This design comes from an exercise in tuning for small area on the open sky130 flow, not from production work. Only simulation tests tie the RTL to the original design; equivalence was not proved. Power is estimated from default activity; no workload was simulated.

==> inputs of v29 <==
==> flow/design.v <==
package bp_pkg;
  localparam logic [1:0] NPC_SEQ = 2'b00;
  localparam logic [1:0] NPC_BR  = 2'b01;
  localparam logic [1:0] NPC_J   = 2'b10;
  localparam logic [1:0] NPC_JR  = 2'b11;
  localparam logic [1:0] CTR_WNT = 2'b01;
  localparam logic [1:0] CTR_WT  = 2'b10;
  localparam int unsigned TAG_MAX_W = 28;
  typedef struct packed {
    logic                 valid;
    logic [TAG_MAX_W-1:0] tag;
    logic [1:0]           op;
    logic [31:0]          target;
    logic [1:0]           ctr;
  } btb_entry_t;
  localparam btb_entry_t BTB_RESET = {1'b0, {TAG_MAX_W{1'b0}}, NPC_SEQ, 32'h0, CTR_WNT};
  function automatic logic [1:0] ctr_step(input logic [1:0] ctr, input logic taken);
    ctr_step = ctr;
    if (taken && ctr != 2'b11) begin
      ctr_step = ctr + 2'b01;
    end else if (!taken && ctr != 2'b00) begin
      ctr_step = ctr - 2'b01;
    end
  endfunction
endpackage
module bp_ras #(
  parameter int unsigned Depth = 4
) (
  input  logic                   clk,
  input  logic                   rst,
  input  logic                   push_i,
  input  logic                   pop_i,
  input  logic [31:0]            push_data_i,
  output logic [31:0]            top_o,
  output logic [$clog2(Depth):0] count_o
);
  localparam int unsigned PtrW = $clog2(Depth);
  localparam int unsigned CntW = $clog2(Depth) + 1;
  logic [31:0]     stack_q [Depth];
  logic [PtrW-1:0] top_q, top_d;
  logic [CntW-1:0] cnt_q, cnt_d;
  always_comb begin
    top_d = top_q;
    cnt_d = cnt_q;
    if (pop_i && cnt_q != '0) begin
      top_d = top_q - PtrW'(1);
      cnt_d = cnt_q - CntW'(1);
    end
    if (push_i) begin
      top_d = top_d + PtrW'(1);
      if (cnt_d != CntW'(Depth)) begin
        cnt_d = cnt_d + CntW'(1);
      end
    end
  end
  always_ff @(posedge clk or posedge rst) begin
    if (rst) begin
      top_q <= '0;
      cnt_q <= '0;
    end else begin
      top_q <= top_d;
      cnt_q <= cnt_d;
    end
  end
  always_ff @(posedge clk) begin
    for (int i = 0; i < int'(Depth); i++) begin
      if (push_i && top_d == PtrW'(i)) begin
        stack_q[i] <= push_data_i;
      end
    end
  end
  always_comb begin
    top_o = '0;
    for (int i = 0; i < int'(Depth); i++) begin
      top_o = top_o | (stack_q[i] & {32{top_q == PtrW'(i)}});
    end
  end
  assign count_o = cnt_q;
endmodule
import bp_pkg::*;
module bp_sel_or #(
  parameter int unsigned N = 32,
  parameter int unsigned W = 8
) (
  input  logic [N-1:0]   sel_i,
  input  logic [N*W-1:0] data_i,
  output logic [W-1:0]   data_o
);
  always_comb begin
    data_o = '0;
    for (int e = 0; e < int'(N); e++) begin
      data_o = data_o | (data_i[e*W +: W] & {W{sel_i[e]}});
    end
  end
endmodule
module branch_predictor #(
  parameter int unsigned ENTRIES   = 32,
  parameter int unsigned RAS_DEPTH = 8
) (
  input  logic        clk,
  input  logic        rst,
  input  logic        req,
  input  logic [31:0] PC_PF,
  input  logic        flush,
  input  logic        upd_valid,
  input  logic [31:0] upd_pc,
  input  logic [1:0]  upd_op,
  input  logic        upd_taken,
  input  logic [31:0] upd_target,
  input  logic        upd_call,
  output logic        pred_valid,
  output logic        pred_hit,
  output logic        pred_taken,
  output logic [31:0] target_addr_final
);
  localparam int unsigned IdxW = $clog2(ENTRIES);
  localparam int unsigned TagW = 32 - IdxW - 2;
  logic [1:0]      btb_op_q     [ENTRIES];
  logic [TagW-1:0] btb_tag_q    [ENTRIES];
  logic [31:0]     btb_target_q [ENTRIES];
  logic [1:0]      btb_ctr_q    [ENTRIES];
  logic            pred_valid_q, pred_hit_q, pred_taken_q;
  logic [31:0]     target_q;
  logic [IdxW-1:0] lk_idx, up_idx;
  logic [TagW-1:0] lk_tag, up_tag;
  logic [ENTRIES-1:0] lk_sel, up_sel;
  logic [1:0]      lk_op, up_op;
  logic            lk_ctr1;
  logic [1:0]      up_ctr_old, up_ctr;
  logic [TagW-1:0] lk_etag, up_etag;
  logic [31:0]     lk_etarget, lk_jump_target, lk_target;
  logic            lk_hit, lk_taken, up_hit, upd_en;
  logic [31:0]     ras_top;
  logic            ras_nonempty;
  assign lk_idx = PC_PF[IdxW+1:2];
  assign lk_tag = PC_PF[31:IdxW+2];
  assign up_idx = upd_pc[IdxW+1:2];
  assign up_tag = upd_pc[31:IdxW+2];
  always_comb begin
    for (int e = 0; e < int'(ENTRIES); e++) begin
      lk_sel[e] = (lk_idx == IdxW'(e));
      up_sel[e] = (up_idx == IdxW'(e));
    end
  end
  logic [ENTRIES*(2+1+TagW+32)-1:0] lk_rd_data;
  logic [ENTRIES*(2+2+TagW)-1:0]    up_rd_data;
  always_comb begin
    for (int e = 0; e < int'(ENTRIES); e++) begin
      lk_rd_data[e*(2+1+TagW+32) +: (2+1+TagW+32)] =
        {btb_op_q[e], btb_ctr_q[e][1], btb_tag_q[e], btb_target_q[e]};
      up_rd_data[e*(2+2+TagW) +: (2+2+TagW)] = {btb_op_q[e], btb_ctr_q[e], btb_tag_q[e]};
    end
  end
  bp_sel_or #(.N(ENTRIES), .W(2+1+TagW+32)) u_lk_rd (
    .sel_i  (lk_sel),
    .data_i (lk_rd_data),
    .data_o ({lk_op, lk_ctr1, lk_etag, lk_etarget})
  );
  bp_sel_or #(.N(ENTRIES), .W(2+2+TagW)) u_up_rd (
    .sel_i  (up_sel),
    .data_i (up_rd_data),
    .data_o ({up_op, up_ctr_old, up_etag})
  );
  assign lk_hit   = (lk_op != NPC_SEQ) && (lk_etag == lk_tag);
  assign lk_taken = lk_hit && (lk_op[1] || lk_ctr1);
  always_comb begin
    lk_jump_target = lk_etarget;
    if (lk_op == NPC_JR && ras_nonempty) begin
      lk_jump_target = ras_top;
    end
    lk_target = lk_taken ? lk_jump_target : (PC_PF + 32'd4);
  end
  always_ff @(posedge clk or posedge rst) begin
    if (rst) begin
      pred_valid_q <= 1'b0;
      pred_hit_q   <= 1'b0;
      pred_taken_q <= 1'b0;
      target_q     <= '0;
    end else begin
      if (flush) begin
        pred_valid_q <= 1'b0;
      end else if (req) begin
        pred_valid_q <= 1'b1;
      end
      if (req) begin
        pred_hit_q   <= lk_hit;
        pred_taken_q <= lk_taken;
        target_q     <= lk_target;
      end
    end
  end
  assign pred_valid        = pred_valid_q;
  assign pred_hit          = pred_hit_q;
  assign pred_taken        = pred_taken_q;
  assign target_addr_final = target_q;
  assign upd_en = upd_valid && (upd_op != NPC_SEQ);
  assign up_hit = (up_op != NPC_SEQ) && (up_etag == up_tag);
  always_comb begin
    if (!up_hit) begin
      up_ctr = upd_taken ? CTR_WT : CTR_WNT;
    end else if (upd_op == NPC_BR) begin
      up_ctr = up_ctr_old;
      if (upd_taken && up_ctr_old != 2'b11) begin
        up_ctr = up_ctr_old + 2'b01;
      end else if (!upd_taken && up_ctr_old != 2'b00) begin
        up_ctr = up_ctr_old - 2'b01;
      end
    end else begin
      up_ctr = up_ctr_old;
    end
  end
  always_ff @(posedge clk or posedge rst) begin
    if (rst) begin
      for (int e = 0; e < int'(ENTRIES); e++) begin
        btb_op_q[e] <= NPC_SEQ;
      end
    end else begin
      for (int e = 0; e < int'(ENTRIES); e++) begin
        if (upd_en && up_sel[e]) begin
          btb_op_q[e] <= upd_op;
        end
      end
    end
  end
  always_ff @(posedge clk) begin
    for (int e = 0; e < int'(ENTRIES); e++) begin
      if (upd_en && up_sel[e]) begin
        btb_tag_q[e]    <= up_tag;
        btb_target_q[e] <= upd_target;
        btb_ctr_q[e]    <= up_ctr;
      end
    end
  end
  logic                       ras_push, ras_pop;
  logic [31:0]                ras_push_data;
  logic [$clog2(RAS_DEPTH):0] ras_count;
  assign ras_push      = upd_en && upd_call;
  assign ras_pop       = upd_en && (upd_op == NPC_JR);
  assign ras_push_data = upd_pc + 32'd8;   
  bp_ras #(
    .Depth (RAS_DEPTH)
  ) u_ras (
    .clk         (clk),
    .rst         (rst),
    .push_i      (ras_push),
    .pop_i       (ras_pop),
    .push_data_i (ras_push_data),
    .top_o       (ras_top),
    .count_o     (ras_count)
  );
  assign ras_nonempty = (ras_count != '0);
endmodule
==> flow/flow/run.sh <==
#!/bin/bash
set -euo pipefail
export CTS_ARGS="-sink_clustering_enable -repair_clock_nets -dont_use_dummy_load -sink_clustering_size 12 -sink_clustering_max_diameter 40 -buf_list {sky130_fd_sc_hd__clkbuf_4 sky130_fd_sc_hd__clkbuf_8}"
export BUFFER_PORTS_ARGS="-buffer_cell sky130_fd_sc_hd__buf_4"
bash standard.sh > flow.log 2>&1
==> flow/standard.sh <==
#!/bin/bash
# synth_recipe.tcl (not shown) runs the flow's synth.tcl, then flattens the netlist and writes it again
# the make line also repeats each setting of config.mk as NAME=value (left out here)
make -C /OpenROAD-flow-scripts/flow DESIGN_CONFIG=/design/flow/config.mk WORK_HOME=/design/flow/orfs CLKGATE_MAP_FILE= SYNTH_SCRIPT=/design/flow/synth_recipe.tcl "${@:-finish}"
==> flow/config.mk <==
export PLATFORM = sky130hd
export DESIGN_NAME = branch_predictor
export DESIGN_NICKNAME = branch_predictor
export VERILOG_FILES = /design/flow/design.v
export SDC_FILE = /design/flow/constraint.sdc
export NUM_CORES = 4
export LEC_CHECK = 0
export CAP_MARGIN = 20
export CORE_MARGIN = 2
export CORE_UTILIZATION = 45
export PLACE_DENSITY = 0.55
export SLEW_MARGIN = 20
export SYNTH_HIERARCHICAL = 1
export SYNTH_MINIMUM_KEEP_SIZE = 0
==> flow/constraint.sdc <==
create_clock -name core_clock -period 6.5 [get_ports {clk}]
set_input_delay 1.3000 -clock core_clock [delete_from_list [all_inputs] [get_ports {clk}]]
set_output_delay 1.3000 -clock core_clock [all_outputs]
set_load 0.01 [all_outputs]
==> v35: changes against v29 <==
==> flow/design.v, changed modules only <==
module bp_aoi3 (
  input  logic [2:0] s_i,
  input  logic [2:0] d_i,
  output logic       y_o
);
  assign y_o = ~|(s_i & d_i);
endmodule
module bp_sel_or #(
  parameter int unsigned N = 32,
  parameter int unsigned W = 8
) (
  input  logic [N-1:0]   sel_i,
  input  logic [N*W-1:0] data_i,
  output logic [W-1:0]   data_o
);
  localparam int unsigned G = (N + 2) / 3;
  logic [3*G-1:0] sel_pad;
  logic [G-1:0]   grp_n [W];
  assign sel_pad = (3*G)'(sel_i);
  for (genvar b = 0; b < int'(W); b++) begin : g_bit
    logic [3*G-1:0] col;
    for (genvar e = 0; e < int'(3*G); e++) begin : g_col
      if (e < int'(N)) begin : g_d
        assign col[e] = data_i[e*W + b];
      end else begin : g_z
        assign col[e] = 1'b0;
      end
    end
    for (genvar g = 0; g < int'(G); g++) begin : g_grp
      bp_aoi3 u_aoi (
        .s_i (sel_pad[3*g +: 3]),
        .d_i (col[3*g +: 3]),
        .y_o (grp_n[b][g])
      );
    end
    assign data_o[b] = ~&grp_n[b];
  end
endmodule
==> flow/flow/run.sh (replaced) <==
#!/bin/bash
set -euo pipefail
export CTS_ARGS="-sink_clustering_enable -repair_clock_nets -dont_use_dummy_load -sink_clustering_size 14 -sink_clustering_max_diameter 45 -buf_list {sky130_fd_sc_hd__clkbuf_4 sky130_fd_sc_hd__clkbuf_8}"
export BUFFER_PORTS_ARGS="-buffer_cell sky130_fd_sc_hd__buf_4"
bash standard.sh > flow.log 2>&1
==> run notes <==
Of v29 and v35, v35 has the higher first-iteration DRC count (gap 34%, measured against v35). Between v29 and v35, the lower sequential share of layout area is in v29 (gap 1.5 points). Against v35, the critical path depth of v29 is lower by 4. Of v35 and v29, v29 has the higher die area (gap 4.7%, measured against v29). Clock skew: v29 is higher than v35 (22 ps). Between v29 and v35, the lower worst hold slack is in v29 (gap 80 ps). Against v35, the synthesized area of v29 is higher by about 5%. In v29 the final cell count is higher than in v35, by about 8%. In sequential cell count, v35 and v29 do not differ. Against v35, the non-clock buffer count of v29 is lower by 2.
==> figures <==
Run status: v35 no timing/DRC/antenna violations; v29 no timing/DRC/antenna violations
Placed cell count: v35 7582; v29 8160
Tcrit/Tclk final: v35 81.8%; v29 89.1%
Final estimated routing congestion in global placement: v35 0.979; v29 0.963
Detailed placer's ending HPWL: v35 199 mm; v29 207 mm
Power Internal: v35 21000 uW; v29 21700 uW
Power in combinational cells: v35 3310 uW; v29 3150 uW
Initial Util: v35 45.2%; v29 45.1%
Sum of met2 wire segment lengths after detailed routing: v35 142 mm; v29 151 mm
Compound-gate portion of the synthesized area: v35 13.2%; v29 14.3%
VDD IR max: v35 0.000189 V; v29 0.000223 V
Met2 Resource Use GR: v35 48.7%; v29 48.9%
Switching power total: v35 7340 uW; v29 7420 uW
Sequential fraction of design power: v35 58.2%; v29 56.7%
Share of cell area taken by muxes after synthesis: v35 2.21%; v29 1.08%
Req. time, crit path: v35 7220 ps; v29 7180 ps
Vias: v35 57900; v29 59300
Fraction of power consumed by the clock network: v35 30.1%; v29 32.5%
Worst skew pair latency: v35 1060 ps; v29 1100 ps
Worst R2R End: v35 target_q[18]; v29 btb_ctr_q[25][0]
Post-DP Area: v35 93500 sq um; v29 95000 sq um
Global-route wire length before repair: v35 444 mm; v29 457 mm

port drivers added, routing unchanged:
The flow's constraints put no driver on any port. The routed layouts listed below were extracted and timed again, unchanged, in two steps.
Step 1: set_driving_cell puts a clkbuf_16 on clk and a buf_2 on each other input, an assumption about the parent block.
Step 2 times the ports against the registers' clock, not the clock port: input delays grow and output delays shrink by t, the midpoint of the rising clock arrivals with the driver on.
Three values: ideal, step 1, step 2; two values: the first two.
run	shift t [ns]	setup WS [ns]	worst hold slack (ns)	clock arrival spread, ns	worst slew at a driven data input, ns
v29	1.137	0.708 / 0.746 / -0.391	0.215 / 0.150 / 0.519	0.125 / 0.124	0.20
v35	1.114	1.185 / 1.250 / 0.137	0.295 / 0.227 / 0.513	0.104 / 0.103	0.14
With both steps, setup timing fails in v29, where it was met with ideal ports. For v29, which loses most, drivers alone change the setup slack by +0.038 ns; drivers and shift together by -1.099 ns.
